Context: an optimization exercise on an open-source flow, tuned for small area and a short achievable clock period. The choices shown serve that exercise and are no tape-out recipe. In this exercise RTL edits were held to simulation tests only and were not proved equivalent to the original.

==> config.mk <==
export PLATFORM = sky130hd
export DESIGN_NAME = equalizerTop
export DESIGN_NICKNAME = equalizerTop
export VERILOG_FILES = /design/flow/design.v
export SDC_FILE = /design/flow/constraint.sdc
export NUM_CORES = 4
export LEC_CHECK = 0
export CAP_MARGIN = 20
export CORE_MARGIN = 2
export CORE_UTILIZATION = 40
export SLEW_MARGIN = 20
==> constraint.sdc <==
create_clock -name core_clock -period 10.0 [get_ports {S_AXI_ACLK}]
set_input_delay 2.0000 -clock core_clock [delete_from_list [all_inputs] [get_ports {S_AXI_ACLK}]]
set_output_delay 2.0000 -clock core_clock [all_outputs]
set_load 0.01 [all_outputs]
==> design.v <==
`timescale 1ns/1ps
package eqPkg;
    localparam int numBands     = 13;    
    localparam int sampleWidth  = 16;    
    localparam int axiAddrWidth = 6;
    localparam int axiDataWidth = 32;
    localparam int gainBaseAddr = 4;     
    localparam int gainLastAddr = gainBaseAddr + 4 * (numBands - 1);   
    localparam logic [sampleWidth-1:0] gainReset = 16'h7fff;    
    localparam logic signed [2*sampleWidth-1:0] roundConst = 32'h00004000;
    localparam logic [1:0] axiRespOkay = 2'b00;
    localparam logic wrIdle = 1'b0;      
    localparam logic wrResp = 1'b1;      
    localparam logic rdIdle = 1'b0;
    localparam logic rdData = 1'b1;      
endpackage
`timescale 1ns/1ps
import eqPkg::*;
module axiLiteGainRegs (
    input  logic                                          S_AXI_ACLK,
    input  logic                                          S_AXI_ARESETN,
    input  logic [axiAddrWidth-1:0]                S_AXI_AWADDR,
    input  logic                                          S_AXI_AWVALID,
    output logic                                          S_AXI_AWREADY,
    input  logic [axiDataWidth-1:0]                S_AXI_WDATA,
    input  logic                                          S_AXI_WVALID,
    output logic                                          S_AXI_WREADY,
    output logic [1:0]                                    S_AXI_BRESP,
    output logic                                          S_AXI_BVALID,
    input  logic                                          S_AXI_BREADY,
    input  logic [axiAddrWidth-1:0]                S_AXI_ARADDR,
    input  logic                                          S_AXI_ARVALID,
    output logic                                          S_AXI_ARREADY,
    output logic [axiDataWidth-1:0]                S_AXI_RDATA,
    output logic [1:0]                                    S_AXI_RRESP,
    output logic                                          S_AXI_RVALID,
    input  logic                                          S_AXI_RREADY,
    output logic [numBands*sampleWidth-1:0] gains      
);
    logic                    wrState;
    logic                    rdState;
    logic                    wrAccept;
    logic                    rdAccept;
    logic [axiDataWidth-1:0] rdWord;     
    logic                    wrHit;
    logic                    rdHit;
    logic [axiAddrWidth-1:0] wrOffset;
    logic [axiAddrWidth-1:0] rdOffset;
    logic [sampleWidth-1:0]  rdGain;
    assign wrHit = (S_AXI_AWADDR[1:0] == 2'b00) && (S_AXI_AWADDR >= gainBaseAddr) && (S_AXI_AWADDR <= gainLastAddr);
    assign rdHit = (S_AXI_ARADDR[1:0] == 2'b00) && (S_AXI_ARADDR >= gainBaseAddr) && (S_AXI_ARADDR <= gainLastAddr);
    assign wrOffset = S_AXI_AWADDR - axiAddrWidth'(gainBaseAddr);
    assign rdOffset = S_AXI_ARADDR - axiAddrWidth'(gainBaseAddr);
    assign S_AXI_AWREADY = (wrState == wrIdle);
    assign S_AXI_WREADY  = (wrState == wrIdle);      
    assign S_AXI_BVALID  = (wrState == wrResp);
    assign S_AXI_BRESP   = axiRespOkay;              
    assign S_AXI_ARREADY = (rdState == rdIdle);
    assign S_AXI_RVALID  = (rdState == rdData);
    assign S_AXI_RRESP   = axiRespOkay;
    assign S_AXI_RDATA   = rdWord;
    assign wrAccept = S_AXI_AWVALID && S_AXI_WVALID && S_AXI_AWREADY && S_AXI_WREADY;
    assign rdAccept = S_AXI_ARVALID && S_AXI_ARREADY;
    always_ff @(posedge S_AXI_ACLK) begin
        if (!S_AXI_ARESETN) begin
            wrState <= wrIdle;
            gains   <= {numBands{gainReset}};
        end else begin
            case (wrState)
                wrIdle: begin
                    if (wrAccept) begin
                        wrState <= wrResp;
                        for (int k = 0; k < numBands; k++) begin
                            if (wrHit && wrOffset[axiAddrWidth-1:2] == k) begin
                                gains[k*sampleWidth +: sampleWidth] <= S_AXI_WDATA[sampleWidth-1:0];
                            end
                        end
                    end
                end
                default: begin
                    if (S_AXI_BREADY) begin
                        wrState <= wrIdle;
                    end
                end
            endcase
        end
    end
    always_ff @(posedge S_AXI_ACLK) begin
        if (!S_AXI_ARESETN) begin
            rdState <= rdIdle;
        end else begin
            case (rdState)
                rdIdle: begin
                    if (rdAccept) begin
                        rdState <= rdData;
                    end
                end
                default: begin
                    if (S_AXI_RREADY) begin
                        rdState <= rdIdle;
                    end
                end
            endcase
        end
    end
    always_comb begin
        rdGain = '0;
        for (int k = 0; k < numBands; k++) begin
            if (rdOffset[axiAddrWidth-1:2] == k) begin
                rdGain = gains[k*sampleWidth +: sampleWidth];
            end
        end
    end
    always_ff @(posedge S_AXI_ACLK) begin
        if (rdAccept) begin
            if (rdHit) begin
                rdWord <= {{(axiDataWidth-sampleWidth){rdGain[sampleWidth-1]}}, rdGain};     
            end else begin
                rdWord <= '0;
            end
        end
    end
endmodule
`timescale 1ns/1ps
import eqPkg::*;
module bandMixer (
    input  logic                                          S_AXI_ACLK,
    input  logic                                          S_AXI_ARESETN,
    input  logic [numBands*sampleWidth-1:0] bandIn,
    input  logic                                          bandValid,
    input  logic [numBands*sampleWidth-1:0] gains,
    output logic [sampleWidth-1:0]                 mixSum,
    output logic                                          mixValid
);
    logic [numBands*sampleWidth-1:0] termD;
    logic [numBands*sampleWidth-1:0] termQ;      
    logic                            termValid;
    logic [sampleWidth-1:0]          sumD;
    for (genvar k = 0; k < numBands; k++) begin : gTerm
        logic signed [2*sampleWidth-1:0] product;
        assign product = $signed(gains[k*sampleWidth +: sampleWidth]) * $signed(bandIn[k*sampleWidth +: sampleWidth])
                       + roundConst;
        assign termD[k*sampleWidth +: sampleWidth] = product[2*sampleWidth-2:sampleWidth-1];
    end
    always_comb begin
        sumD = '0;
        for (int k = 0; k < numBands; k++) begin
            sumD = sumD + termQ[k*sampleWidth +: sampleWidth];
        end
    end
    always_ff @(posedge S_AXI_ACLK) begin
        if (!S_AXI_ARESETN) begin
            termValid <= 1'b0;
            mixValid  <= 1'b0;
        end else begin
            termValid <= bandValid;
            mixValid  <= termValid;
        end
    end
    always_ff @(posedge S_AXI_ACLK) begin
        termQ  <= termD;     
        mixSum <= sumD;
    end
endmodule
`timescale 1ns/1ps
import eqPkg::*;
module dacSampleFormatter (
    input  logic                          S_AXI_ACLK,
    input  logic                          S_AXI_ARESETN,
    input  logic [sampleWidth-1:0] mixSum,
    input  logic                          mixValid,
    output logic [sampleWidth-1:0] dacWord,
    output logic                          dacChannel,
    output logic                          dacValid
);
    logic nextChannel;   
    always_ff @(posedge S_AXI_ACLK) begin
        if (!S_AXI_ARESETN) begin
            dacValid    <= 1'b0;
            dacChannel  <= 1'b0;
            nextChannel <= 1'b0;
        end else begin
            dacValid <= mixValid;
            if (mixValid) begin
                dacChannel  <= nextChannel;
                nextChannel <= ~nextChannel;     
            end
        end
    end
    always_ff @(posedge S_AXI_ACLK) begin
        if (mixValid) begin
            dacWord <= {~mixSum[sampleWidth-1], mixSum[sampleWidth-2:0]};
        end
    end
endmodule
`timescale 1ns/1ps
import eqPkg::*;
module equalizerTop (
    input  logic S_AXI_ACLK,
    input  logic S_AXI_ARESETN,
    input  logic [5:0] S_AXI_AWADDR,
    input  logic S_AXI_AWVALID,
    output logic S_AXI_AWREADY,
    input  logic [31:0] S_AXI_WDATA,
    input  logic S_AXI_WVALID,
    output logic S_AXI_WREADY,
    output logic [1:0] S_AXI_BRESP,
    output logic S_AXI_BVALID,
    input  logic S_AXI_BREADY,
    input  logic [5:0] S_AXI_ARADDR,
    input  logic S_AXI_ARVALID,
    output logic S_AXI_ARREADY,
    output logic [31:0] S_AXI_RDATA,
    output logic [1:0] S_AXI_RRESP,
    output logic S_AXI_RVALID,
    input  logic S_AXI_RREADY,
    input  logic [207:0] bandIn,       
    input  logic bandValid,
    output logic [15:0] dacWord,
    output logic dacChannel,
    output logic dacValid
);
    logic [numBands*sampleWidth-1:0] gains;      
    logic [sampleWidth-1:0]          mixSum;
    logic                            mixValid;
    axiLiteGainRegs gainRegs (
        .S_AXI_ACLK    (S_AXI_ACLK),
        .S_AXI_ARESETN (S_AXI_ARESETN),
        .S_AXI_AWADDR  (S_AXI_AWADDR),
        .S_AXI_AWVALID (S_AXI_AWVALID),
        .S_AXI_AWREADY (S_AXI_AWREADY),
        .S_AXI_WDATA   (S_AXI_WDATA),
        .S_AXI_WVALID  (S_AXI_WVALID),
        .S_AXI_WREADY  (S_AXI_WREADY),
        .S_AXI_BRESP   (S_AXI_BRESP),
        .S_AXI_BVALID  (S_AXI_BVALID),
        .S_AXI_BREADY  (S_AXI_BREADY),
        .S_AXI_ARADDR  (S_AXI_ARADDR),
        .S_AXI_ARVALID (S_AXI_ARVALID),
        .S_AXI_ARREADY (S_AXI_ARREADY),
        .S_AXI_RDATA   (S_AXI_RDATA),
        .S_AXI_RRESP   (S_AXI_RRESP),
        .S_AXI_RVALID  (S_AXI_RVALID),
        .S_AXI_RREADY  (S_AXI_RREADY),
        .gains         (gains)
    );
    bandMixer mixer (
        .S_AXI_ACLK    (S_AXI_ACLK),
        .S_AXI_ARESETN (S_AXI_ARESETN),
        .bandIn        (bandIn),
        .bandValid     (bandValid),
        .gains         (gains),
        .mixSum        (mixSum),
        .mixValid      (mixValid)
    );
    dacSampleFormatter formatter (
        .S_AXI_ACLK    (S_AXI_ACLK),
        .S_AXI_ARESETN (S_AXI_ARESETN),
        .mixSum        (mixSum),
        .mixValid      (mixValid),
        .dacWord       (dacWord),
        .dacChannel    (dacChannel),
        .dacValid      (dacValid)
    );
endmodule
==> run.sh <==
#!/bin/bash
# synth_recipe.tcl (not shown) runs the flow's synth.tcl, then flattens the netlist and writes it again
# the make line also repeats each setting of config.mk as NAME=value (left out here)
make -C /OpenROAD-flow-scripts/flow DESIGN_CONFIG=/design/flow/config.mk WORK_HOME=/design/flow/orfs CLKGATE_MAP_FILE= SYNTH_SCRIPT=/design/flow/synth_recipe.tcl finish
==> results.txt <==
-- metal layers --
layer / routed length (µm) / vias up / part of all wire
met2: 183000 / 2974 / 0.47
met5: 238 / - / 0.00061
met4: 17000 / 32 / 0.044
li1: - / 42800 / -
met1: 160000 / 50500 / 0.41
met3: 27900 / 609 / 0.072
-- flip-flops by register name, summed over array words and instances (netlist names) --
name,flops
gainRegs.gains,208
mixer.termQ,208
formatter.dacWord,16
gainRegs.rdWord,16
mixer.mixSum,16
formatter.dacChannel,1
formatter.dacValid,1
formatter.nextChannel,1
gainRegs.rdState,1
gainRegs.wrState,1
mixer.mixValid,1
mixer.termValid,1
-- worst min-delay path by stage --
stage	to	cells after the start
floorplan	formatter.dacWord[0]	0
global placement	formatter.dacWord[7]	0
detailed placement	formatter.dacWord[0]	0
CTS	formatter.dacWord[10]	0
global route	formatter.dacWord[2]	0
finish	formatter.dacWord[10]	0
-- area by class of cell --
type	count	area share
Clock inverter	34	0.00293
Multi-Input combinational cell	9989	0.756
Timing Repair Buffer	490	0.0294
Clock buffer	72	0.0108
Inverter	3784	0.0960
Tap cell	4557	0.0385
Antenna cell	24	0.000406
Sequential cell	471	0.0659
-- stage by stage --
| stage | instances | hold slack [ns] |
|---|---|---|
| global placement | 19300 | 0.387 |
| CTS | 19400 | 0.403 |
| finish | 19400 | 0.397 |
| global route | 19400 | 0.404 |
| floorplan | 14800 | 0.386 |
| detailed placement | 19300 | 0.389 |
-- placed cells by master, fill, tap and decap left out, drive strengths merged, types with 32 or more instances in the layout --
cell and n:
edfxtp 32, a21oi 127, fa 3485, xnor2 297, a31oi 43, nor3 52, and2 1468, a21o 90
nand2 2166, dfxtp 439, xor2 79, o21a 43, inv 3791, buf 209, nand3 244, ha 994
clkbuf 73, and3 38, nor2b 32, a22oi 33, nand2b 91, clkdlybuf4s50 280, nor2 266, o21ai 120
-- kinds of logic (layout without fill, tap and decap cells) --
logic type | Yosys count | count (layout) | synth area share
mux | 19 | 19 | 0.00142
other cells | 1 | 28 | 0.0000272
flops | 471 | 471 | 0.0707
fa+ha+maj | 4479 | 4479 | 0.596
simple gates | 4438 | 4438 | 0.155
buf+inv | 4362 | 4380 | 0.119
compound gates | 673 | 673 | 0.0342
xor+xnor | 376 | 376 | 0.0239
-- worst reg2reg max path, stage by stage, from the launching register on --
cell and delay, ns:
dfxtp_1 0.96, nand2_1 0.20, fa_1 0.58, inv_1 0.07
fa_1 0.51, inv_1 0.06, fa_1 0.55, inv_1 0.06
fa_1 0.45, fa_1 0.49, inv_1 0.05, fa_1 0.47
inv_1 0.04, ha_1 0.29, nand3_1 0.07, a21oi_1 0.29
a311oi_2 0.22, o211ai_1 0.54, nand2_1 0.18, o21ai_0 0.31
o221ai_1 0.25, xnor2_1 0.53
==> flow_summary.ini <==
[status]
outcome = finished clean

[clock_network]
cts_resized = 0
root_buffer = clkbuf_16
max-clock-path-buffers = 3
cts_max_level = 2
postCtsSetupBuffers = 0
clkTransAtPathRegs_ns = 0.06
ctsHoldBuffers = 0
numCtsBuffers = 58
clock-sinks = 471
clk_latency_ns = 0.73
cts_tree = built

[hold_path]
hold_start = mixer.mixSum[10]
hp-class = reg -> reg

[yosys]
synth_largest_area_cell = fa_1
synth_commonest_cells = 3782 x inv_1, 3485 x fa_1, 2166 x nand2_1, 1467 x and2_1, 994 x ha_1
yosysMostFrequentCell = inv_1
synthTopCellsByArea = fa_1 51%, inv_1 10%, ha_1 9.0%, and2_1 6.7%, dfxtp_1 6.4%
ys_seq_elements = 471
synth_top_flop_cell = dfxtp_1
yosysWarnings = 3
ys_seq_area_frac = 0.0707
synth.avg_cell_area_um2 = 9.31
synth_edf_count = 32
synthArstFlopShare = 0
synth_area_um2 = 138000
yosys.area.top_type_share = 0.506
synthesis.instances = 14800
yosysUniqueCellTypes = 90

[worst_setup_path]
cp_common_cell = fa_1
rr_endpoint = mixer.termQ[95]
crit_path_end = mixer.termQ[143]
cp_data_required_time_ns = 10.64
worstSetupStartpointType = input pin
cp_num_cells = 21
worstPathCellList = clkdlybuf4s50_1, nand2_1, inv_1, fa_1, fa_1, fa_1, fa_1, fa_1, inv_1, fa_1, inv_1, ha_1, a21o_1, a221o_1, a21o_1, a21o_1, a41oi_2, o21ai_1, o41a_1, and4_1, nor3_1
worstPathBufferInverterCount = 4
crit_path_end_kind = register
crit_fanout = 15
reg2reg_depth = 21
r2r_slack_ns = 2.68
path_class = in -> reg
crit_slowest_cell = clkdlybuf4s50_1
crit_family = adder cells
worstPathArrival_ns = 9.18
crit_start = bandIn[129]
crit_path_max_incr_delay_ns = 0.84
r2r-start = gainRegs.gains[86]

[finish]
nets = 19500
syn2layout_area_growth_pct = 7.21
final_area_um2 = 148000
fin_util = 0.431
multi_input_area_um2 = 112000
drive_gt1_frac = 0.0238
area.sequential_um2 = 9750
fill_cells = 34000

[die]
ioPinCount = 319
die_width_um = 591
core_area_um2 = 343000
dieArea_um2 = 350000
row_count = 215
start_util = 0.402
fp.dieH_um = 591

[grt]
use_met2 = 0.374
use_met3 = 0.0378
use_met1 = 0.305
antenna_found_initial = 48
grt_pass1_wl_mm = 612
grt_pass1_vias = 104000
grt.busiest_layer = met2
grt_max_degree = 81
grt.total_usage = 0.229
grt_overflow_total = 0

[place]
dp_hpwl_mm = 319
io_buffers = 298
placed_cell_area_um2 = 146000
gp_congestion = 0.907
preCtsSetupSlack_ns = 0.699

[sta]
finalWorstSetupSlack_ns = 1.46
finalHoldViolCount = 0
min_period_ns = 8.54
fmax_ghz = 0.117
finalSetupViolations = 0
fin_skew_ns = 0.0356
max_slew_margin = 0.180
setup_tns_ns = 0
period_share = 0.854
tightest_slew_ns = 1.23
finalMaxSlewViolations = 0
rsz0062_at_grt = no

[routing]
viasPerCell = 4.99
drc = 0
drtIter0Drc = 6353
drtPass1Iterations = 9
drt_wl_total_mm = 387
drtAntennaViolNets = 0
num_vias = 96900
route.detailed.wl_per_inst_um = 19.9

[flow_run]
cap_violations = 0

-- afterwards: timing with drivers on the ports --
The results above use ideal ports. As a check the final layout listed here was re-extracted and re-timed, cells and wires unchanged.
Step 1 (the two cells are an assumption about what drives the block):
set clk [get_ports {S_AXI_ACLK}]
set_driving_cell -lib_cell sky130_fd_sc_hd__clkbuf_16 $clk
set_driving_cell -lib_cell sky130_fd_sc_hd__buf_2 [delete_from_list [all_inputs] $clk]
Step 2 times the ports against the registers' clock, not the clock port: input delays grow and output delays shrink by t, the midpoint of the rising clock arrivals with the driver on.
Three values: ideal, step 1, step 2; two values: the first two.
t (ns): 0.804
slack for setup (ns): 1.459 / 1.514 / 0.710
worst setup path after step 2: input to register
worst data-port slew with drivers (ns): 0.22
After both steps this run still meets setup and hold. The setup slack of this run moves by +0.055 ns with the drivers and by -0.749 ns with both steps.
